Source: an optimization exercise on an open RTL-to-GDS flow (aim: small area, a short achievable clock period and few clock cycles). Production flows keep margins and buffers that such runs may drop.
Where RTL was checked, it was by simulation tests only, not by an equivalence proof against the original.
Power is estimated from default activity; no workload was simulated.

alpha:
==> flow/design.v (excerpt) <==
module systolic_mac_top (
    input  logic                                     clk,
    input  logic                                     rst,
    input  logic                                     in_req,
    input  logic                                     in_first,
    input  logic                                     in_last,
    input  logic [GRID_SIZE*DATA_WIDTH-1:0]          a_col,
    input  logic [GRID_SIZE*DATA_WIDTH-1:0]          b_row,
    output logic                                     in_ack,
    output logic [GRID_SIZE*GRID_SIZE*ACC_WIDTH-1:0] c_mat,
    output logic                                     done
);
For scale: ~390 I/O pins, ~36000 um^2 of cells after synthesis.
Settings: LEC_CHECK=0, CAP_MARGIN=20, CORE_MARGIN=2, CORE_UTILIZATION=40, CTS_CLUSTER_DIAMETER=100, CTS_CLUSTER_SIZE=20, GPL_TIMING_DRIVEN=0, SETUP_SLACK_MARGIN=2.8, SLEW_MARGIN=20, TNS_END_PERCENT=100; clock period 5.5 ns.
standard.sh (not shown) runs the stock make flow with config.mk's settings and CLKGATE_MAP_FILE= SYNTH_SCRIPT=/design/flow/synth_recipe.tcl, a recipe that flattens the netlist after the stock synthesis.
==> flow/flow/run.sh <==
#!/bin/bash
# The standard layout (the standard.sh, standard synthesis included), with one change:
# the buffers that placement puts on every input and output port are sky130_fd_sc_hd__buf_1
# instead of the delay cell ORFS picks by default (clkdlybuf4s50_1, twice the area of buf_2).
set -euo pipefail
bash standard.sh 'BUFFER_PORTS_ARGS=-buffer_cell sky130_fd_sc_hd__buf_1' finish > standard_flow.log 2>&1
alpha: full flow OK, the timing, DRC and antenna checks passed
Testbench counts of alpha, summed over its fixed seeds: cycles 3,614.
Here is what was changed in the inputs of beta compared with alpha.
Settings: removing GPL_TIMING_DRIVEN (formerly 0); setting ABC_AREA to 1 for the first time.
--- outcome ---
Initial core utilization: beta vs alpha — no meaningful difference. Critical path depth | beta below alpha. Compared with alpha, in beta die span in x climbed 3.5%; setup slack after layout climbed 0.17 ns; worst hold slack dropped 0.052 ns; routed wire length dropped about 0.5%; core utilization dropped 3.7 points. Part of the total power dissipated in combinational logic down 1.2 points in beta wrt alpha. Going from alpha to beta, the first-pass GRT wire length was found to have gone up by about 1.5%. Lower final critical delay including setup and external delays among beta and alpha: beta. Re detailed router's first-iteration violation count: beta and alpha aren't equal, and the higher value belongs to beta.
For gamma, these inputs were changed with respect to beta:
Settings: ABC_AREA: 1 -> unset.
- Changes observed in gamma relative to beta: fraction of synthesized area in multiplexers saw an increase; effective utilization at floorplan saw little to no change; buffering overhead saw an increase.
- Total power draw of beta is on par with gamma.
- In gamma relative to beta, non-clock buffer count had gone up by a little under 10%.
## Diff of input files: delta against gamma
==> flow/flow/run.sh <==
#!/bin/bash
# The standard layout (the standard.sh, standard synthesis included), with one change:
# the buffers that placement puts on every input and output port are sky130_fd_sc_hd__buf_1
# instead of the delay cell ORFS picks by default (clkdlybuf4s50_1, 2.7 times the area of buf_1).
set -euo pipefail
bash standard.sh 'BUFFER_PORTS_ARGS=-buffer_cell sky130_fd_sc_hd__buf_1' finish > standard_flow.log 2>&1
Results
- Per the comparison of delta with gamma, number of placed cells counting well taps ~0 delta; register-to-register slack ~0 delta.
- Taking gamma as the reference, in delta CTS clock-pin slew for the worst setup and hold paths stayed essentially flat, count of unique library cells instantiated by Yosys stayed essentially flat, routed wire length on met2 stayed essentially flat.

Another version of the RTL of systolic_mac_top (not shown whole).
Size in the first run: ~3600 cells after synthesis, ~630 flip-flops, about 390 I/O pins.
clock: 5.5 ns
lec_check: 0
cap_margin: 20
core_margin: 2
core_utilization: 40
setup_slack_margin: 0.8
slew_margin: 20
tns_end_percent: 100
run.sh (not shown) runs the stock make flow with config.mk's settings and CLKGATE_MAP_FILE= SYNTH_SCRIPT=/design/flow/synth_recipe.tcl, a recipe that flattens the netlist after the stock synthesis.
Stock flow here: none of the scripts above is used.
The baseline passed the timing, DRC and antenna checks.
Then changed:
SETUP_SLACK_MARGIN = 2.0   (was 0.8)
- The changed run completed without violations
- routed wire length went up by 9.8%
- utilization went up by 1.7 points
- sequential share of layout area went down by 1.2 points
- power went up by about 7%
- combinational power went up by about 14%
- global-route usage went up by 1.5 points
- synthesized cell count does not change
- synthesized area stays the same
- flip-flop and latch count is unchanged
No functional check of the RTL was part of any run of this note.

-- separate check: timing with driven ports --
The flow's constraints put no driver on any port. The routed layouts listed below were extracted and timed again, unchanged, in two steps.
Step 1: set_driving_cell puts a clkbuf_16 on clk and a buf_2 on each other input, an assumption about the parent block.
Step 2 also shifts input and output timing later by t, the mid clock arrival at the registers, as if the neighbouring blocks saw the same clock.
a / b / c = ideal ports / drivers / drivers and shift; a / b = the first two.
run | t, ns | setup WS [ns] | cell pins on the clock port's net
alpha | 0.655 | 2.598 / 2.598 / 2.598 | 1
beta | 0.703 | 2.770 / 2.770 / 2.595 | 1
gamma | 0.647 | 2.837 / 2.837 / 2.525 | 1
delta | 0.647 | 2.837 / 2.837 / 2.525 | 1
the first run of note 2 | 0.702 | 1.394 / 1.394 / 1.394 | 1
the second run of note 2 | 0.703 | 1.853 / 1.853 / 1.853 | 1
After both steps every run listed still meets setup and hold.
